Context: an optimization exercise on an open-source flow, tuned for small area and a short achievable clock period. The choices shown serve that exercise and are no tape-out recipe.
Only simulation tests tie the RTL to the original design; equivalence was not proved.

==> flow/design.v (outline; a module is shown in full before it is edited, if it fits) <==
// module iir_biquad_mc: 1805 lines
// module bq_fa: 4 lines
// module bq_ha: 4 lines
module iir_biquad_mc #(
  parameter int W    = 14,
  parameter int FRAC = 11,
  parameter int CH   = 4,
  parameter int CHW  = (CH > 1) ? $clog2(CH) : 1
) (
  input  logic           CLK,
  input  logic           RST,
  input  logic [W-1:0]   DIN,
  input  logic           VIN,
  input  logic [CHW-1:0] CH_IN,
  input  logic [W-1:0]   B0,
  input  logic [W-1:0]   B1,
  input  logic [W-1:0]   B2,
  input  logic [W-1:0]   A1,
  input  logic [W-1:0]   A2,
  input  logic           BYPASS,
  input  logic           CLR,
  input  logic [CHW-1:0] CLR_CH,
  output logic [W-1:0]   DOUT,
  output logic           VOUT,
  output logic [CHW-1:0] CH_OUT,
  output logic           SAT,
  input  logic           SAT_CLR
);
  // ...
==> flow/run.sh <==
#!/bin/bash
# synth_recipe.tcl (not shown) runs the flow's synth.tcl, then flattens the netlist and writes it again
# the make line also repeats each setting of config.mk as NAME=value (left out here)
make -C /OpenROAD-flow-scripts/flow DESIGN_CONFIG=/design/flow/config.mk WORK_HOME=/design/flow/orfs CLKGATE_MAP_FILE= SYNTH_SCRIPT=/design/flow/synth_recipe.tcl finish
==> flow/config.mk <==
export PLATFORM = sky130hd
export DESIGN_NAME = iir_biquad_mc
export DESIGN_NICKNAME = iir_biquad_mc
export VERILOG_FILES = /design/flow/design.v
export SDC_FILE = /design/flow/constraint.sdc
export NUM_CORES = 4
export LEC_CHECK = 0
export ABC_AREA = 1
export CAP_MARGIN = 20
export CORE_MARGIN = 2
export CORE_UTILIZATION = 40
export SLEW_MARGIN = 20
export SYNTH_HIERARCHICAL = 1
==> flow/constraint.sdc <==
create_clock -name core_clock -period 22.0 [get_ports {CLK}]
set_input_delay 4.4000 -clock core_clock [delete_from_list [all_inputs] [get_ports {CLK}]]
set_output_delay 4.4000 -clock core_clock [all_outputs]
set_load 0.01 [all_outputs]
==> summary.log, run 1 <==
qor: layout.seqCellArea 4790 um2
qor: global_route.grtUsageTotal 25.6%
qor: worst_setup_path.critical_path.endpoint fbc_q[4]$_DFF_P_
qor: logic_synthesis.synth_compound_area_share 18.9%
qor: timing.max_clock_freq 0.100 GHz
qor: layout.footprint_of_the_multi_input_gates 24000 um2
qor: layout.layout_top_registers w1_st: 56 flops, w2_st: 56 flops
qor: layout.fillCellCount 7557
qor: layout.finish.cell_count_without_fillers 4544
qor: logic_synthesis.ys_types 50
qor: layout.multi_input_combinational 2781
qor: clock_tree.cts-root-buf sky130_fd_sc_hd__clkbuf_16
qor: logic_synthesis.synth.avg_cell_area 8.67 um2
qor: worst_setup_path.timing.critical_path.required 22.47 ns
qor: logic_synthesis.yosysWarnings 9
qor: clock_tree.cts_hold_buf 0
qor: worst_setup_path.timing.setup.critical_path_class input pin to register
qor: die.placement_rows 101
qor: layout.layout.cells.most_common sky130_fd_sc_hd__xor2_1
qor: drt.detail_route.iter0.violations 2589
qor: worst_setup_path.rrSetupSlack 12.82 ns
qor: global_route.antenna_violations_before_repair 0
qor: die.die-width 282 um
qor: global_route.global_route.usage.met3 3.32%
qor: logic_synthesis.post_synth_most_frequent_cells sky130_fd_sc_hd__xor2_1, sky130_fd_sc_hd__fa_1, sky130_fd_sc_hd__o22ai_1, sky130_fd_sc_hd__nand2_1, sky130_fd_sc_hd__inv_1
qor: status.run_status complete, no violations
qor: die.floorplan.initialDensity 40.5%
qor: logic_synthesis.synth_sequential_area_ratio 15.5%
==> run 2: changes to the inputs <==
==> flow/flow/run.sh (new file) <==
#!/bin/bash
# The standard layout (standard.sh: the standard synthesis, floorplan, placement, CTS and
# routing), with repair_timing asked for a larger setup slack margin so that it sizes the
# critical paths, and only the worst path repaired (no TNS repair) to keep the area down.
# The make output goes to flow_make.log; ORFS writes each step's log under orfs/logs/.
set -euo pipefail
bash standard.sh SETUP_SLACK_MARGIN=16 TNS_END_PERCENT=0 finish > flow_make.log 2>&1
==> flow/standard.sh (new file) <==
#!/bin/bash
# synth_recipe.tcl (not shown) runs the flow's synth.tcl, then flattens the netlist and writes it again
# the make line also repeats each setting of config.mk as NAME=value (left out here)
make -C /OpenROAD-flow-scripts/flow DESIGN_CONFIG=/design/flow/config.mk WORK_HOME=/design/flow/orfs CLKGATE_MAP_FILE= SYNTH_SCRIPT=/design/flow/synth_recipe.tcl "${@:-finish}"
removed: flow/run.sh
==> run 2 against run 1 <==
Count of clock-buffer cells in the layout down 5; critical path depth rose by 1; core utilization increased by 3.2 points; cell count up 3.3%; global-route usage increased by 1.4 points; first-iteration DRC count increased by 2.5%; wire length up 5.6%.
==> summary.log, run 2 <==
qor: timing.final_period_minus_worst_setup_slack 8.31 ns [was 9.99 ns]
qor: clock_tree.cts_hold_buf 0 [unchanged]
qor: timing.setup_viol 0 [unchanged]
qor: placed_design.post_dp_cell_area 32700 um2 [was 32600 um2]
qor: layout.layout.cells.most_common_list sky130_fd_sc_hd__xor2_1, sky130_fd_sc_hd__fa_1, sky130_fd_sc_hd__o22ai_1 [unchanged]
qor: logic_synthesis.synth_edf_count 0 [unchanged]
qor: logic_synthesis.synth.avg_cell_area 8.67 um2 [unchanged]
qor: placed_design.place_hpwl 75200 um [was 75400 um]
qor: logic_synthesis.netlist_top_cells_area sky130_fd_sc_hd__fa_1, sky130_fd_sc_hd__dfxtp_1, sky130_fd_sc_hd__xor2_1 [unchanged]
qor: layout.syn2layout_area_growth 17.1% [was 9.24%]
qor: timing.timing.final.crit_share 37.8% [was 45.4%]
qor: worst_setup_path.timing.critical_path.required 22.47 ns [about the same]
qor: global_route.grt_pass1_vias 27057 [was 25870]
qor: logic_synthesis.post_synth_most_frequent_cells sky130_fd_sc_hd__xor2_1, sky130_fd_sc_hd__fa_1, sky130_fd_sc_hd__o22ai_1, sky130_fd_sc_hd__nand2_1, sky130_fd_sc_hd__inv_1 [unchanged]
qor: clock_tree.clock_sink_count 239 [unchanged]
qor: timing.drv_slew 0 [unchanged]
qor: logic_synthesis.netlist.top_cell.by_area sky130_fd_sc_hd__fa_1 [unchanged]
qor: clock_tree.clock_path_buffers 3 [unchanged]
qor: die.die_h 282 um [unchanged]
qor: layout.layout.cells.most_common sky130_fd_sc_hd__xor2_1 [unchanged]
qor: clock_tree.htree_levels 1 [unchanged]
qor: logic_synthesis.synth_sequential_area_ratio 15.5% [unchanged]
qor: placed_design.io_buffer_count 111 [unchanged]
qor: layout.fin_nets 4323 [was 4172]
qor: clock_tree.cts-root-buf sky130_fd_sc_hd__clkbuf_16 [unchanged]
qor: layout.antenna_cells 0 [unchanged]
qor: clock_tree.cts_made_buffers 29 [was 31]
qor: die.floorplan.initialDensity 40.5% [unchanged]
qor: clock_tree.worst_setup_hold_path_clk_slew 0.07 ns [was 0.06 ns]
qor: timing.slew_headroom 27.3% [was 26.9%]
qor: logic_synthesis.ys_types 50 [unchanged]
qor: logic_synthesis.synth-main-ff-cell sky130_fd_sc_hd__dfxtp_1 [unchanged]
qor: drt.detail_route.iter0.violations 2655 [was 2589]
qor: logic_synthesis.netlist_instances 3558 [unchanged]
qor: worst_setup_path.worst_path_max_fanout 8 [was 15]
qor: worst_setup_path.cp.arrival 8.77 ns [was 10.46 ns]
qor: timing.timing.clock.skew 0.0184 ns [was 0.0296 ns]
qor: die.die_outline_area 79300 um2 [unchanged]
qor: timing.setup_tns 0 ns [unchanged]
qor: logic_synthesis.yosysWarnings 9 [unchanged]
qor: logic_synthesis.async_flop_share 0% [unchanged]
qor: timing.holdWs 0.463 ns [was 0.460 ns]
qor: worst_setup_path.setup.worst_path.end_class register [unchanged]
qor: drt.drt_drc_violations_left 0 [unchanged]
qor: timing.max_clock_freq 0.120 GHz [was 0.100 GHz]
qor: timing.rsz_0062_raised_after_global_routing yes [was no]
qor: clock_tree.cts_tree built [unchanged]
qor: die.io-pin-count 112 [unchanged]
qor: layout.layout_top_registers w1_st: 56 flops, w2_st: 56 flops [unchanged]
qor: global_route.grt_first_pass_wirelength 164000 um [was 155000 um]
qor: timing.hold_viol 0 [unchanged]
qor: run.max-cap-violations 0 [unchanged]
qor: status.run_status complete, no violations [unchanged]
qor: global_route.grtUsageTotal 27.0% [was 25.6%]
qor: die.placement_rows 101 [unchanged]
qor: drt.final_antenna_net_count 0 [unchanged]
qor: logic_synthesis.netlist.area_leader.share 30.4% [unchanged]
qor: die.core_area 76100 um2 [unchanged]
qor: worst_setup_path.timing.setup.critical_path_class input pin to register [unchanged]
qor: layout.post_route_cells_drive_above_1_share 12.9% [was 5.09%]
qor: drt.first_pass_iters 8 [was 6]
qor: die.die-width 282 um [unchanged]
qor: worst_hold_path.min-delay-path-class register to register [unchanged]
qor: placed_design.place.gp.congestion 0.920 [was 0.923]
qor: drt.finalWirelength 108000 um [was 102000 um]
qor: drt.route.detailed.wl_per_inst 23.0 um [was 22.5 um]
qor: layout.final_core_utilization 47.5% [was 44.3%]
qor: global_route.antenna_violations_before_repair 0 [unchanged]
qor: global_route.grt_overflow_total 0 [unchanged]
qor: global_route.grt_start_max_net_pins 72 [unchanged]
qor: drt.num_vias 27298 [was 26277]
qor: layout.final_cell_area 36100 um2 [was 33700 um2]
qor: logic_synthesis.ys_seq_elements 239 [unchanged]
qor: clock_tree.clkLatencyLatePin 0.60 ns [was 0.61 ns]
qor: timing.max_slew.worst_pin.slew 1.09 ns [was 1.10 ns]
qor: drt.routed_via_density 5.82 [was 5.78]
qor: worst_setup_path.crit_path_start_kind input pin [unchanged]
qor: logic_synthesis.synth.cell_area 30800 um2 [unchanged]
qor: logic_synthesis.yosysMostFrequentCell sky130_fd_sc_hd__xor2_1 [unchanged]
==> run 2: changes by cell type in the layout (fill, tap and decap cells not counted), moves of 11 or more <==
cell,change
sky130_fd_sc_hd__buf_12,+35
sky130_fd_sc_hd__buf_4,+94
sky130_fd_sc_hd__buf_6,+12
sky130_fd_sc_hd__clkinv_1,-12
sky130_fd_sc_hd__clkinvlp_4,+19
sky130_fd_sc_hd__fa_1,-13
sky130_fd_sc_hd__fa_2,+13
sky130_fd_sc_hd__inv_1,-23
sky130_fd_sc_hd__nand2_1,-30
sky130_fd_sc_hd__nand2_2,+11
sky130_fd_sc_hd__nand2_4,+18
==> run 2: per-module statistics from Yosys, one instance, submodules excluded <==
module	times used	area, um2
iir_biquad_mc	1	20700
bq_fa	468	20.0
bq_ha	64	12.5
==> run 2: worst paths after layout <==
path	depth (start not counted)	endpoint	start	slack, ns
max reg2reg	27	dout_q[0]$_SDFFE_PP0P_	w1_q[6]$_DFF_P_	13.90
max	17	fbc_q[5]$_DFF_P_	CH_IN[1]	13.69
min reg2reg	2	w2_st[3][7]$_SDFFE_PP0P_	w2_st[3][7]$_SDFFE_PP0P_	0.46
min	2	w2_st[3][7]$_SDFFE_PP0P_	w2_st[3][7]$_SDFFE_PP0P_	0.46
==> run 2: layer usage <==
| layer | vias up | routed length [um] | track usage [%] |
|---|---|---|---|
| met5 | - | 0 | 0 |
| met3 | 365 | 8350 | 3.97 |
| met4 | 0 | 6690 | 13.9 |
| met2 | 1405 | 51400 | 44.6 |
| li1 | 12143 | - | - |
| met1 | 13385 | 41500 | 34.2 |
==> run 2: critical path, stage by stage <==
cell	delay, ns
sky130_fd_sc_hd__buf_16	0.12
sky130_fd_sc_hd__clkinvlp_4	0.12
sky130_fd_sc_hd__buf_4	0.17
sky130_fd_sc_hd__nor2_4	0.19
sky130_fd_sc_hd__buf_4	0.17
sky130_fd_sc_hd__buf_4	0.17
sky130_fd_sc_hd__nand2_1	0.09
sky130_fd_sc_hd__o2111ai_2	0.12
sky130_fd_sc_hd__nand2_4	0.11
sky130_fd_sc_hd__buf_12	0.16
sky130_fd_sc_hd__a21oi_1	0.14
sky130_fd_sc_hd__xor2_1	0.31
sky130_fd_sc_hd__fa_1	0.49
sky130_fd_sc_hd__fa_1	0.61
sky130_fd_sc_hd__fa_1	0.45
sky130_fd_sc_hd__fa_1	0.52
sky130_fd_sc_hd__fa_1	0.42
==> run 2: through the flow <==
| step | instances | setup WS, ns |
|---|---|---|
| after CTS | 4676 | 13.77 |
| after global routing | 4694 | 13.59 |
| after detailed placement | 4491 | 11.50 |
| final | 4694 | 13.69 |
| after floorplan | 3564 | 13.42 |
| after global placement | 4491 | 11.60 |
==> run 2: cells by family (layout without fill, tap and decap cells) <==
logic type / count (synthesis) / after routing / share of synthesized area, %
xor+xnor: 525 / 525 / 14.9
fa+ha+maj: 587 / 587 / 35.2
other cells: 1 / 7 / 0.0122
flops: 239 / 239 / 15.5
compound gates: 1000 / 1000 / 18.9
buf+inv: 544 / 640 / 6.71
simple gates: 662 / 666 / 8.74
==> run 2: what timing repair did <==
item                       4_1_cts  5_1_grt
gates cloned                     7        3
setup endpoints to repair      186      161
pin swaps                       49       34
buffers inserted               125       15
hold endpoints to repair         0        0
resized for setup              189       70
==> run 2: area by class of cell <==
type / instances / area (um2)
Sequential cell: 239 / 4790
Timing Repair inverter: 2 / 13.8
Multi-Input combinational cell: 2785 / 24700
Clock buffer: 34 / 785
Inverter: 283 / 1180
Timing Repair Buffer: 302 / 3130
Clock inverter: 19 / 235
Tap cell: 1030 / 1290
Fill cell: 7336 / 40000
==> run 3: changes to the inputs <==
--- a/flow/flow/run.sh
+++ b/flow/flow/run.sh
@@ -4,4 +4,4 @@
 # critical paths, and only the worst path repaired (no TNS repair) to keep the area down.
 # The make output goes to flow_make.log; ORFS writes each step's log under orfs/logs/.
 set -euo pipefail
-bash standard.sh SETUP_SLACK_MARGIN=16 TNS_END_PERCENT=0 finish > flow_make.log 2>&1
+bash standard.sh SETUP_SLACK_MARGIN=14 TNS_END_PERCENT=0 finish > flow_make.log 2>&1
==> run 3 against run 2 <==
Still clean; first-iteration DRC count stayed put; clock skew stayed put; core utilization stayed put; critical endpoint unchanged; via count stayed put; sequential share of layout area stayed put; highest routed layer unchanged; global-route usage stayed put; wire length stayed put; sequential cell count stayed put.
==> summary.log, run 3 <==
qor: clock_tree.cts-root-buf sky130_fd_sc_hd__clkbuf_16 [unchanged]
qor: timing.max_slew.worst_pin.slew 1.09 ns [unchanged]
qor: layout.fillCellCount 7336 [unchanged]
qor: die.floorplan.initialDensity 40.5% [unchanged]
qor: drt.finalWirelength 108000 um [unchanged]
qor: placed_design.place_hpwl 75200 um [unchanged]
qor: worst_hold_path.hp-start w2_st[3][7]$_SDFFE_PP0P_ [unchanged]
qor: logic_synthesis.yosys.area_share.adder 35.2% [unchanged]
qor: placed_design.io_buffer_count 111 [unchanged]
qor: timing.setup_tns 0 ns [unchanged]
qor: logic_synthesis.synth.cell_area 30800 um2 [unchanged]
qor: layout.fin_nets 4323 [unchanged]
qor: timing.max_clock_freq 0.120 GHz [unchanged]
qor: logic_synthesis.synth.avg_cell_area 8.67 um2 [unchanged]
qor: logic_synthesis.netlist.top_cell.by_area sky130_fd_sc_hd__fa_1 [unchanged]
qor: worst_setup_path.rrSetupSlack 13.90 ns [about the same]
qor: clock_tree.clock_path_buffers 3 [unchanged]
qor: logic_synthesis.ys_seq_elements 239 [unchanged]
qor: logic_synthesis.async_flop_share 0% [unchanged]
qor: timing.setup_viol 0 [unchanged]
qor: logic_synthesis.netlist.area_leader.share 30.4% [unchanged]
qor: logic_synthesis.yosysWarnings 9 [unchanged]
qor: drt.detail_route.iter0.violations 2655 [unchanged]
qor: layout.antenna_cells 0 [unchanged]
qor: worst_setup_path.cp.arrival 8.77 ns [about the same]
qor: global_route.grt_pass1_vias 27057 [unchanged]
qor: layout.syn2layout_area_growth 17.1% [unchanged]
qor: die.placement_rows 101 [unchanged]
qor: worst_hold_path.min-delay-path-class register to register [unchanged]
qor: logic_synthesis.netlist_instances 3558 [unchanged]
qor: clock_tree.cts_tree built [unchanged]
qor: clock_tree.clock_sink_count 239 [unchanged]
qor: logic_synthesis.synth_simple_gate_area_share 8.74% [unchanged]
qor: timing.timing.clock.skew 0.0184 ns [unchanged]
qor: timing.hold_viol 0 [unchanged]
qor: worst_setup_path.worst_path_max_fanout 8 [unchanged]
qor: clock_tree.worst_setup_hold_path_clk_slew 0.07 ns [about the same]
qor: layout.final_cell_area 36100 um2 [unchanged]
qor: status.run_status complete, no violations [unchanged]
qor: drt.routed_via_density 5.82 [unchanged]
qor: global_route.grt_overflow_total 0 [unchanged]
qor: logic_synthesis.yosysMostFrequentCell sky130_fd_sc_hd__xor2_1 [unchanged]
qor: worst_setup_path.setup.worst_path.end_class register [unchanged]
qor: logic_synthesis.post_synth_most_frequent_cells sky130_fd_sc_hd__xor2_1, sky130_fd_sc_hd__fa_1, sky130_fd_sc_hd__o22ai_1, sky130_fd_sc_hd__nand2_1, sky130_fd_sc_hd__inv_1 [unchanged]
qor: worst_hold_path.holdPathStages 2 [unchanged]
qor: global_route.grt_start_max_net_pins 72 [unchanged]
qor: worst_setup_path.timing.critical_path.required 22.47 ns [about the same]
qor: worst_hold_path.holdPathEnd w2_st[3][7]$_SDFFE_PP0P_ [unchanged]
qor: timing.final_period_minus_worst_setup_slack 8.31 ns [unchanged]
qor: timing.drv_slew 0 [unchanged]
qor: clock_tree.clkLatencyLatePin 0.60 ns [about the same]
qor: clock_tree.cts_made_buffers 29 [unchanged]
qor: timing.slew_headroom 27.3% [unchanged]
qor: timing.rsz_0062_raised_after_global_routing yes [unchanged]
qor: die.die_outline_area 79300 um2 [unchanged]
qor: layout.layout_top_registers w1_st: 56 flops, w2_st: 56 flops [unchanged]
qor: clock_tree.htree_levels 1 [unchanged]
qor: drt.first_pass_iters 8 [unchanged]
qor: logic_synthesis.synth-main-ff-cell sky130_fd_sc_hd__dfxtp_1 [unchanged]
qor: global_route.grt_first_pass_wirelength 164000 um [unchanged]
qor: logic_synthesis.synth_sequential_area_ratio 15.5% [unchanged]
qor: timing.timing.final.crit_share 37.8% [unchanged]
qor: run.max-cap-violations 0 [unchanged]
qor: worst_setup_path.regToRegEndpoint dout_q[0]$_SDFFE_PP0P_ [unchanged]
qor: layout.footprint_of_the_multi_input_gates 24700 um2 [unchanged]
qor: layout.layout.cells.most_common_list sky130_fd_sc_hd__xor2_1, sky130_fd_sc_hd__fa_1, sky130_fd_sc_hd__o22ai_1 [unchanged]
qor: drt.route.detailed.wl_per_inst 23.0 um [unchanged]
qor: logic_synthesis.synth_top_family_by_area adder cells [unchanged]
qor: global_route.grtUsageTotal 27.0% [unchanged]
qor: layout.seqCellArea 4790 um2 [unchanged]
qor: die.core_area 76100 um2 [unchanged]
qor: logic_synthesis.synth_compound_area_share 18.9% [unchanged]
qor: global_route.antenna_violations_before_repair 0 [unchanged]
qor: clock_tree.cts_hold_buf 0 [unchanged]
qor: placed_design.post_dp_cell_area 32700 um2 [unchanged]
qor: drt.final_antenna_net_count 0 [unchanged]
qor: die.die_h 282 um [unchanged]
qor: worst_setup_path.worst_r2r_path_depth 27 [unchanged]
qor: logic_synthesis.synth_edf_count 0 [unchanged]
qor: worst_setup_path.reg2reg_from w1_q[6]$_DFF_P_ [unchanged]
qor: drt.num_vias 27298 [unchanged]
qor: logic_synthesis.ys_types 50 [unchanged]
qor: drt.drt_drc_violations_left 0 [unchanged]
qor: die.io-pin-count 112 [unchanged]
qor: logic_synthesis.yosys.area_share.xor_xnor 14.9% [unchanged]
qor: worst_setup_path.crit_path_start_kind input pin [unchanged]
qor: placed_design.place.gp.congestion 0.920 [unchanged]
qor: layout.layout.cells.most_common sky130_fd_sc_hd__xor2_1 [unchanged]
qor: layout.post_route_cells_drive_above_1_share 12.9% [unchanged]
qor: die.die-width 282 um [unchanged]
qor: logic_synthesis.synthMuxAreaShare 0% [unchanged]
qor: logic_synthesis.netlist_top_cells_area sky130_fd_sc_hd__fa_1, sky130_fd_sc_hd__dfxtp_1, sky130_fd_sc_hd__xor2_1 [unchanged]
qor: worst_setup_path.timing.setup.critical_path_class input pin to register [unchanged]
-- run 3: cell counts in the layout (fill, tap and decap cells not counted) --
No cell type changed its count.
-- run 3: worst max-delay path: stages --
cell,delay (ns)
sky130_fd_sc_hd__buf_16,0.12
sky130_fd_sc_hd__clkinvlp_4,0.12
sky130_fd_sc_hd__buf_4,0.17
sky130_fd_sc_hd__nor2_4,0.19
sky130_fd_sc_hd__buf_4,0.17
sky130_fd_sc_hd__buf_4,0.17
sky130_fd_sc_hd__nand2_1,0.09
sky130_fd_sc_hd__o2111ai_2,0.12
sky130_fd_sc_hd__nand2_4,0.11
sky130_fd_sc_hd__buf_12,0.16
sky130_fd_sc_hd__a21oi_1,0.14
sky130_fd_sc_hd__xor2_1,0.31
sky130_fd_sc_hd__fa_1,0.49
sky130_fd_sc_hd__fa_1,0.61
sky130_fd_sc_hd__fa_1,0.45
sky130_fd_sc_hd__fa_1,0.52
sky130_fd_sc_hd__fa_1,0.42
-- run 3: kinds of logic (layout without fill, tap and decap cells) --
family,Yosys count,in the layout
other,1,7
AND/OR/NAND/NOR,662,666
XOR/XNOR,525,525
AO/OA/AOI/OAI,1000,1000
flip-flops,239,239
adder cells (fa/ha/maj),587,587
buffers and inverters,544,640
-- run 3: worst max-delay path by stage --
stage | slack (ns) | to | depth (start not counted) | startpoint
6_report | 13.69 | fbc_q[5]$_DFF_P_ | 17 | CH_IN[1]
5_1_grt | 13.59 | fbcin_q$_DFF_P_ | 20 | CH_IN[1]
4_1_cts | 13.77 | fbc_q[4]$_DFF_P_ | 18 | CH_IN[0]
3_5_place_dp | 11.50 | fbcin_q$_DFF_P_ | 19 | CH_IN[1]
3_3_place_gp | 11.60 | fbcin_q$_DFF_P_ | 19 | CH_IN[1]
2_1_floorplan | 13.42 | fbc_q[4]$_DFF_P_ | 17 | CH_IN[0]
-- run 3: metal layers --
metal	part of all wire [%]	global-route usage [%]
met1	38	34.2
met2	48	44.6
met3	7.7	3.97
met4	6.2	13.9
met5	0	0
-- run 3: layout make-up --
cell class                 count  area share, %
timing repair buffer         302           8.66
sequential                   239           13.3
inverter                     283           3.26
timing repair inverter         2         0.0381
multi-input combinational   2785           68.4
clock inverter                19          0.651
tap                         1030           3.57
clock buffer                  34           2.17
-- run 3: modules after synthesis, one instance, submodules excluded --
module | area, um2 | flops+latches
iir_biquad_mc | 20700 | 239
bq_fa | 20.0 | 0
bq_ha | 12.5 | 0
-- run 3: stage by stage --
step	hold WS, ns	cells	worst slack [ns]	utilization (%)
floorplan	0.430	3564	13.42	-
global placement	0.444	4491	11.60	43.0
detailed placement	0.448	4491	11.50	43.0
CTS	0.457	4676	13.77	46.9
global route	0.474	4694	13.59	47.5
finish	0.463	4694	13.69	47.5
-- run 3: what timing repair did --
action / in CTS / in global routing
setup endpoints to repair: 49 / 43
buffers inserted: 125 / 15
pin swaps: 49 / 34
gates resized for setup: 189 / 70
cloned: 7 / 3
==> run 4: changes to the inputs <==
--- a/flow/flow/run.sh
+++ b/flow/flow/run.sh
@@ -4,4 +4,4 @@
 # critical paths, and only the worst path repaired (no TNS repair) to keep the area down.
 # The make output goes to flow_make.log; ORFS writes each step's log under orfs/logs/.
 set -euo pipefail
-bash standard.sh SETUP_SLACK_MARGIN=14 TNS_END_PERCENT=0 finish > flow_make.log 2>&1
+bash standard.sh SETUP_SLACK_MARGIN=15 TNS_END_PERCENT=0 finish > flow_make.log 2>&1
==> run 4 against run 3 <==
Still clean on timing, DRC and antenna; synthesized area is the same; sequential share of layout area is the same; core utilization is the same; largest cell class unchanged.
==> summary.log, run 4 <==
qor: timing.timing.final.crit_share 37.8% [unchanged]
qor: layout.post_route_cells_drive_above_1_share 12.9% [unchanged]
qor: clock_tree.cts_made_buffers 29 [unchanged]
qor: status.run_status complete, no violations [unchanged]
qor: global_route.antenna_violations_before_repair 0 [unchanged]
qor: worst_setup_path.setup.worst_path.end_class register [unchanged]
qor: worst_setup_path.crit_chain buf_16, clkinvlp_4, buf_4, nor2_4, buf_4, buf_4, nand2_1, o2111ai_2, nand2_4, buf_12, a21oi_1, xor2_1, fa_1, fa_1, fa_1, fa_1, fa_1 [unchanged]
qor: die.die_h 282 um [unchanged]
qor: timing.setup_viol 0 [unchanged]
qor: clock_tree.htree_levels 1 [unchanged]
qor: die.placement_rows 101 [unchanged]
qor: worst_setup_path.timing.setup.critical_path_class input pin to register [unchanged]
qor: logic_synthesis.ys_types 50 [unchanged]
qor: global_route.grt_first_pass_wirelength 164000 um [unchanged]
qor: placed_design.io_buffer_count 111 [unchanged]
qor: worst_setup_path.worst_path_max_fanout 8 [unchanged]
qor: drt.first_pass_iters 8 [unchanged]
qor: global_route.grtUsageTotal 27.0% [unchanged]
qor: logic_synthesis.ys_seq_elements 239 [unchanged]
qor: die.io-pin-count 112 [unchanged]
qor: die.die-width 282 um [unchanged]
qor: logic_synthesis.synth.cell_area 30800 um2 [unchanged]
qor: drt.routed_via_density 5.82 [unchanged]
qor: worst_hold_path.min-delay-path-class register to register [unchanged]
qor: clock_tree.clkLatencyLatePin 0.60 ns [about the same]
qor: die.floorplan.initialDensity 40.5% [unchanged]
qor: drt.final_antenna_net_count 0 [unchanged]
qor: global_route.grt_pass1_vias 27057 [unchanged]
qor: clock_tree.cts-root-buf sky130_fd_sc_hd__clkbuf_16 [unchanged]
qor: timing.max_slew.worst_pin.slew 1.09 ns [unchanged]
qor: layout.antenna_cells 0 [unchanged]
qor: worst_hold_path.hp-start w2_st[3][7]$_SDFFE_PP0P_ [unchanged]
qor: worst_hold_path.holdPathEnd w2_st[3][7]$_SDFFE_PP0P_ [unchanged]
qor: timing.max_clock_freq 0.120 GHz [unchanged]
qor: timing.final_period_minus_worst_setup_slack 8.31 ns [unchanged]
qor: run.max-cap-violations 0 [unchanged]
qor: drt.detail_route.iter0.violations 2655 [unchanged]
qor: die.die_outline_area 79300 um2 [unchanged]
qor: clock_tree.cts_tree built [unchanged]
qor: layout.syn2layout_area_growth 17.1% [unchanged]
qor: drt.finalWirelength 108000 um [unchanged]
qor: logic_synthesis.synth.avg_cell_area 8.67 um2 [unchanged]
qor: layout.layout_top_registers w1_st: 56 flops, w2_st: 56 flops [unchanged]
qor: global_route.grt_overflow_total 0 [unchanged]
qor: worst_setup_path.critPathMostFrequentCell sky130_fd_sc_hd__fa_1 [unchanged]
qor: clock_tree.clock_path_buffers 3 [unchanged]
qor: logic_synthesis.async_flop_share 0% [unchanged]
qor: worst_setup_path.reg2reg_from w1_q[6]$_DFF_P_ [unchanged]
qor: timing.hold_viol 0 [unchanged]
qor: timing.drv_slew 0 [unchanged]
qor: die.core_area 76100 um2 [unchanged]
qor: drt.drt_drc_violations_left 0 [unchanged]
qor: timing.slew_headroom 27.3% [unchanged]
qor: drt.num_vias 27298 [unchanged]
qor: clock_tree.cts_hold_buf 0 [unchanged]
qor: logic_synthesis.yosysMostFrequentCell sky130_fd_sc_hd__xor2_1 [unchanged]
qor: timing.rsz_0062_raised_after_global_routing yes [unchanged]
qor: placed_design.place_hpwl 75200 um [unchanged]
qor: worst_setup_path.cpPeakStageDelay 0.61 ns [about the same]
qor: logic_synthesis.synth-main-ff-cell sky130_fd_sc_hd__dfxtp_1 [unchanged]
qor: logic_synthesis.netlist.top_cell.by_area sky130_fd_sc_hd__fa_1 [unchanged]
qor: timing.setup_tns 0 ns [unchanged]
qor: worst_setup_path.timing.critical_path.required 22.47 ns [about the same]
qor: worst_setup_path.crit_path_start_kind input pin [unchanged]
qor: global_route.grt_start_max_net_pins 72 [unchanged]
qor: logic_synthesis.netlist.area_leader.share 30.4% [unchanged]
qor: clock_tree.worst_setup_hold_path_clk_slew 0.07 ns [about the same]
qor: layout.layout.cells.most_common sky130_fd_sc_hd__xor2_1 [unchanged]
qor: logic_synthesis.netlist_top_cells_area sky130_fd_sc_hd__fa_1, sky130_fd_sc_hd__dfxtp_1, sky130_fd_sc_hd__xor2_1 [unchanged]
qor: layout.layout.cells.most_common_list sky130_fd_sc_hd__xor2_1, sky130_fd_sc_hd__fa_1, sky130_fd_sc_hd__o22ai_1 [unchanged]
qor: placed_design.place.gp.congestion 0.920 [unchanged]
qor: logic_synthesis.synth_edf_count 0 [unchanged]
qor: clock_tree.clock_sink_count 239 [unchanged]
qor: worst_setup_path.worst_r2r_path_depth 27 [unchanged]
qor: worst_setup_path.crit_path_top_delay_cell sky130_fd_sc_hd__fa_1 [unchanged]
qor: worst_hold_path.holdPathStages 2 [unchanged]
qor: logic_synthesis.post_synth_most_frequent_cells sky130_fd_sc_hd__xor2_1, sky130_fd_sc_hd__fa_1, sky130_fd_sc_hd__o22ai_1, sky130_fd_sc_hd__nand2_1, sky130_fd_sc_hd__inv_1 [unchanged]
qor: logic_synthesis.netlist_instances 3558 [unchanged]
qor: layout.fin_nets 4323 [unchanged]
qor: layout.final_core_utilization 47.5% [unchanged]
qor: timing.timing.clock.skew 0.0184 ns [unchanged]
qor: worst_setup_path.cp-startpoint CH_IN[1] [unchanged]
qor: worst_setup_path.regToRegEndpoint dout_q[0]$_SDFFE_PP0P_ [unchanged]
qor: logic_synthesis.yosysWarnings 9 [unchanged]
qor: drt.route.detailed.wl_per_inst 23.0 um [unchanged]
qor: logic_synthesis.synth_sequential_area_ratio 15.5% [unchanged]
qor: worst_setup_path.cp.arrival 8.77 ns [about the same]
qor: worst_setup_path.rrSetupSlack 13.90 ns [about the same]
-- run 4: timing repair --
| item | in CTS | in global routing |
|---|---|---|
| endpoints found under the setup margin | 50 | 49 |
| setup buffers | 125 | 15 |
| pin swaps | 49 | 34 |
| gates cloned | 7 | 3 |
| hold endpoints to repair | 0 | 0 |
| resized for setup | 189 | 70 |
-- run 4: cell families after synthesis --
kind of cell             after synthesis  synth area share (%)
flip-flops                           239                  15.5
adder cells (fa/ha/maj)              587                  35.2
XOR/XNOR                             525                  14.9
buffers and inverters                544                  6.71
AO/OA/AOI/OAI                       1000                  18.9
other                                  1                0.0122
AND/OR/NAND/NOR                      662                  8.74
-- run 4: critical path: cells and delay by family --
| kind | cells | cell delay, ns |
|---|---|---|
| simple gates | 3 | 0.39 |
| buf+inv | 6 | 0.91 |
| fa+ha+maj | 5 | 2.49 |
| xor+xnor | 1 | 0.31 |
| compound gates | 2 | 0.26 |
-- run 4: metrics by stage --
stage                     hold slack, ns  std cells  cell area, um2  setup slack, ns
after floorplan                    0.430       3564           31000            13.42
after global placement             0.444       4491           32700            11.60
after CTS                          0.457       4676           35700            13.77
final                              0.463       4694           36100            13.69
after detailed placement           0.448       4491           32700            11.50
after global routing               0.474       4694           36100            13.59
-- run 4: cell type report --
class	instances	area, um2
multi-input cells	2785	24700
clock buffers	34	785
clock inverters	19	235
inverters	283	1180
well taps	1030	1290
repair buffers	302	3130
flip-flops and latches	239	4790
fillers	7336	40000
repair inverters	2	13.8
-- run 4: metal layers --
metal  routed length (um)  vias up  GRT usage [%]
met4                 6690        0           13.9
li1                     -    12143              -
met3                 8350      365           3.97
met1                41500    13385           34.2
met5                    0        -              0
met2                51400     1405           44.6
-- run 4: how the worst max path moves through the flow --
stage,endpoint,slack (ns),cells after the start
after floorplan,fbc_q[4]$_DFF_P_,13.42,17
after global placement,fbcin_q$_DFF_P_,11.60,19
after detailed placement,fbcin_q$_DFF_P_,11.50,19
after CTS,fbc_q[4]$_DFF_P_,13.77,18
after global routing,fbcin_q$_DFF_P_,13.59,20
final,fbc_q[5]$_DFF_P_,13.69,17
-- run 4: modules after synthesis (local to each module, per instance) --
module         copies in the design  cells inside
bq_ha                            64             1
iir_biquad_mc                     1          3026
bq_fa                           468             1
==> run 5: changes to the inputs <==
==> flow/flow/run.sh (replaced) <==
#!/bin/bash
# The standard layout (standard.sh: the standard synthesis, floorplan, placement, CTS and
# routing) with two changes to how it is made:
#  - repair_timing is asked for a larger setup slack margin, so that it sizes the critical
#    paths; only the worst path is repaired (no TNS repair) to keep the area down;
#  - the port buffers are buf_2 cells instead of the delay cells buffer_ports picks by default.
# The make output goes to flow_make.log; ORFS writes each step's log under orfs/logs/.
set -euo pipefail
bash standard.sh SETUP_SLACK_MARGIN=15 TNS_END_PERCENT=0 \
  'BUFFER_PORTS_ARGS=-buffer_cell sky130_fd_sc_hd__buf_2' finish > flow_make.log 2>&1
--- a/flow/config.mk
+++ b/flow/config.mk
@@ -9,5 +9,6 @@
 export CAP_MARGIN = 20
 export CORE_MARGIN = 2
 export CORE_UTILIZATION = 40
+export CTS_BUF_LIST = sky130_fd_sc_hd__clkbuf_8
 export SLEW_MARGIN = 20
 export SYNTH_HIERARCHICAL = 1
==> run 5 against run 4 <==
Cell count fell by 1.1%; cell area down 4.3%; count of clock-buffer cells in the layout is 18 higher; sequential share of layout area grew 0.59 points; register-to-register slack got worse by 0.07 ns; core utilization shrank 2.0 points; fmax shrank 0.94%; sequential cell count unchanged; first-iteration DRC count grew 2.6%.
==> summary.log, run 5 <==
qor: die.die_outline_area 79300 um2 [unchanged]
qor: clock_tree.cts_tree built [unchanged]
qor: logic_synthesis.netlist.top_cell.by_area sky130_fd_sc_hd__fa_1 [unchanged]
qor: drt.route.detailed.wl_per_inst 23.0 um [about the same]
qor: timing.holdWs 0.455 ns [was 0.463 ns]
qor: clock_tree.clkLatencyLatePin 0.65 ns [was 0.60 ns]
qor: drt.routed_via_density 5.82 [about the same]
qor: global_route.grt_pass1_vias 26974 [was 27057]
qor: global_route.grt_first_pass_wirelength 161000 um [was 164000 um]
qor: logic_synthesis.synth_sequential_area_ratio 15.5% [unchanged]
qor: drt.final_antenna_net_count 0 [unchanged]
qor: worst_setup_path.timing.setup.critical_path_class input pin to register [unchanged]
qor: clock_tree.clock_sink_count 239 [unchanged]
qor: drt.detail_route.iter0.violations 2723 [was 2655]
qor: worst_setup_path.worst_path_max_fanout 9 [was 8]
qor: logic_synthesis.synth-main-ff-cell sky130_fd_sc_hd__dfxtp_1 [unchanged]
qor: timing.slew_headroom 24.7% [was 27.3%]
qor: die.die_h 282 um [unchanged]
qor: timing.rsz_0062_raised_after_global_routing yes [unchanged]
qor: timing.max_clock_freq 0.119 GHz [was 0.120 GHz]
qor: global_route.grtUsageTotal 26.6% [was 27.0%]
qor: clock_tree.cts_made_buffers 44 [was 29]
qor: timing.final_period_minus_worst_setup_slack 8.39 ns [was 8.31 ns]
qor: logic_synthesis.synth.avg_cell_area 8.67 um2 [unchanged]
qor: logic_synthesis.netlist_instances 3558 [unchanged]
qor: timing.setup_tns 0 ns [unchanged]
qor: logic_synthesis.synth_edf_count 0 [unchanged]
qor: clock_tree.htree_levels 2 [was 1]
qor: placed_design.place.gp.congestion 0.927 [was 0.920]
qor: layout.layout_top_registers w1_st: 56 flops, w2_st: 56 flops [unchanged]
qor: die.io-pin-count 112 [unchanged]
qor: placed_design.place_hpwl 75700 um [was 75200 um]
qor: die.placement_rows 101 [unchanged]
qor: timing.setup_viol 0 [unchanged]
qor: worst_setup_path.setup.worst_path.end_class register [unchanged]
qor: timing.hold_viol 0 [unchanged]
qor: worst_setup_path.timing.critical_path.required 22.49 ns [was 22.47 ns]
qor: logic_synthesis.post_synth_most_frequent_cells sky130_fd_sc_hd__xor2_1, sky130_fd_sc_hd__fa_1, sky130_fd_sc_hd__o22ai_1, sky130_fd_sc_hd__nand2_1, sky130_fd_sc_hd__inv_1 [unchanged]
qor: timing.drv_slew 0 [unchanged]
qor: layout.layout.cells.most_common_list sky130_fd_sc_hd__xor2_1, sky130_fd_sc_hd__fa_1, sky130_fd_sc_hd__o22ai_1 [unchanged]
qor: layout.layout.cells.most_common sky130_fd_sc_hd__xor2_1 [unchanged]
qor: logic_synthesis.netlist.area_leader.share 30.4% [unchanged]
qor: global_route.antenna_violations_before_repair 2 [was 0]
qor: die.floorplan.initialDensity 40.5% [unchanged]
qor: clock_tree.worst_setup_hold_path_clk_slew 0.06 ns [was 0.07 ns]
qor: logic_synthesis.yosysWarnings 9 [unchanged]
qor: layout.syn2layout_area_growth 12.1% [was 17.1%]
qor: global_route.grt_start_max_net_pins 72 [unchanged]
qor: logic_synthesis.netlist_top_cells_area sky130_fd_sc_hd__fa_1, sky130_fd_sc_hd__dfxtp_1, sky130_fd_sc_hd__xor2_1 [unchanged]
qor: run.max-cap-violations 0 [unchanged]
qor: timing.max_slew.worst_pin.slew 1.13 ns [was 1.09 ns]
qor: worst_setup_path.cp.arrival 8.88 ns [was 8.77 ns]
qor: clock_tree.clock_path_buffers 3 [unchanged]
qor: logic_synthesis.synth.cell_area 30800 um2 [unchanged]
qor: die.die-width 282 um [unchanged]
qor: drt.first_pass_iters 6 [was 8]
qor: global_route.grt_overflow_total 0 [unchanged]
qor: layout.fin_nets 4262 [was 4323]
qor: logic_synthesis.ys_types 50 [unchanged]
qor: die.core_area 76100 um2 [unchanged]
qor: placed_design.io_buffer_count 111 [unchanged]
qor: logic_synthesis.ys_seq_elements 239 [unchanged]
qor: worst_hold_path.min-delay-path-class register to register [unchanged]
qor: drt.finalWirelength 107000 um [was 108000 um]
qor: drt.num_vias 27000 [was 27298]
qor: layout.post_route_cells_drive_above_1_share 13.7% [was 12.9%]
qor: logic_synthesis.yosysMostFrequentCell sky130_fd_sc_hd__xor2_1 [unchanged]
qor: timing.timing.final.crit_share 38.1% [was 37.8%]
qor: timing.timing.clock.skew 0.0247 ns [was 0.0184 ns]
qor: clock_tree.cts-root-buf sky130_fd_sc_hd__clkbuf_8 [was sky130_fd_sc_hd__clkbuf_16]
qor: status.run_status complete, no violations [unchanged]
qor: drt.drt_drc_violations_left 0 [unchanged]
qor: worst_setup_path.crit_path_start_kind input pin [unchanged]
qor: logic_synthesis.async_flop_share 0% [unchanged]
run 5: cell types whose count changed in the layout (fill, tap and decap cells not counted), sizes merged, moves of 4 or more:
cell,before,now
clkbuf,35,53
clkinv,13,17
dlygate4sd2,5,0
clkdlybuf4s50,100,0
buf,194,224
inv,261,278
clkinvlp,26,11
run 5: worst paths after layout:
check        cells past startpoint                         to                       from  slack (ns)
max                             16           fbc_q[8]$_DFF_P_                   CH_IN[1]       13.61
min                              2  w2_st[3][13]$_SDFFE_PP0P_  w2_st[3][13]$_SDFFE_PP0P_        0.46
max reg2reg                     28     dout_q[0]$_SDFFE_PP0P_           w1_q[12]$_DFF_P_       13.83
min reg2reg                      2  w2_st[3][13]$_SDFFE_PP0P_  w2_st[3][13]$_SDFFE_PP0P_        0.46
run 5: metal layers:
layer / routed length [um] / track usage (%)
met1: 41300 / 33.8
met2: 50300 / 43.3
met3: 8540 / 4.46
met4: 6530 / 14.6
met5: 0 / 0
run 5: cells by family after synthesis:
kind of cell,synth area share [%]
fa+ha+maj,35.2
flops,15.5
xor+xnor,14.9
simple gates,8.74
buf+inv,6.71
compound gates,18.9
other cells,0.0122
run 5: metrics by stage:
step | std cells | area [um2] | setup WS [ns] | util, %
final | 4643 | 34600 | 13.61 | 45.4
after global routing | 4643 | 34600 | 13.51 | 45.4
after CTS | 4620 | 34000 | 13.72 | 44.7
after detailed placement | 4492 | 32200 | 12.22 | 42.3
after global placement | 4492 | 32200 | 12.21 | 42.3
after floorplan | 3564 | 31000 | 13.42 | -
run 5: repair_timing:
action                                  CTS  global route
resized for setup                       107            83
gates cloned                              5             3
endpoints found under the setup margin   49            49
hold buffers                              0             0
pin swaps                                14            20
buffers inserted                         46            19
run 5: final cells by class:
type                    count  area, um2
well taps                1030       1290
fillers                  7455      41500
clock inverters            25        228
repair buffers            226       1750
multi-input cells        2785      24700
repair inverters            2       12.5
flip-flops and latches    239       4790
diodes                      1       2.50
clock buffers              52        716
inverters                 283       1120
run 5: worst max-delay path: stages:
cell                         delay (ns)
sky130_fd_sc_hd__buf_12            0.14
sky130_fd_sc_hd__clkinvlp_4        0.15
sky130_fd_sc_hd__buf_12            0.15
sky130_fd_sc_hd__nor2_4            0.27
sky130_fd_sc_hd__nand2_1           0.12
sky130_fd_sc_hd__a41oi_2           0.25
sky130_fd_sc_hd__o21ai_2           0.09
sky130_fd_sc_hd__buf_6             0.16
sky130_fd_sc_hd__buf_4             0.16
sky130_fd_sc_hd__o22ai_1           0.13
sky130_fd_sc_hd__xor2_1            0.35
sky130_fd_sc_hd__fa_1              0.50
sky130_fd_sc_hd__fa_1              0.51
sky130_fd_sc_hd__fa_1              0.53
sky130_fd_sc_hd__fa_1              0.44
sky130_fd_sc_hd__fa_1              0.49
run 5: per-module statistics from Yosys, one instance, submodules excluded:
module	copies in the design	area, um2	cells	flops+latches
bq_ha	64	12.5	1	0
bq_fa	468	20.0	1	0
iir_biquad_mc	1	20700	3026	239

==> separate check: timing with driven ports <==
In the flow no input, the clock included, has a driving cell. The finished layouts below were timed again as built, in two steps.
Step 1 assumes that a clkbuf_16 drives the clock port and a buf_2 every other input.
Step 2 moves the port delays by t, midway between the first and last clock arrival at a register: inputs arrive t later, outputs are due t later. That takes back most of the time a late clock gives input paths.
a / b / c = no drivers / after step 1 / after step 2; a / b = the first two.
run | shift t [ns] | slack for setup (ns) | worst hold slack (ns) | worst setup path after step 2 | slew at the worst register clock pin (ns)
run 1 | 0.659 | 12.008 / 12.045 / 11.386 | 0.460 / 0.460 / 0.460 | input to register | 0.07 / 0.07
run 2 | 0.651 | 13.693 / 13.604 / 12.952 | 0.463 / 0.463 / 0.463 | input to register | 0.07 / 0.07
run 3 | 0.651 | 13.693 / 13.604 / 12.952 | 0.463 / 0.463 / 0.463 | input to register | 0.07 / 0.07
run 4 | 0.651 | 13.693 / 13.604 / 12.952 | 0.463 / 0.463 / 0.463 | input to register | 0.07 / 0.07
run 5 | 0.690 | 13.614 / 13.612 / 12.922 | 0.455 / 0.455 / 0.455 | input to register | 0.07 / 0.07
After both steps every run listed still meets setup and hold.
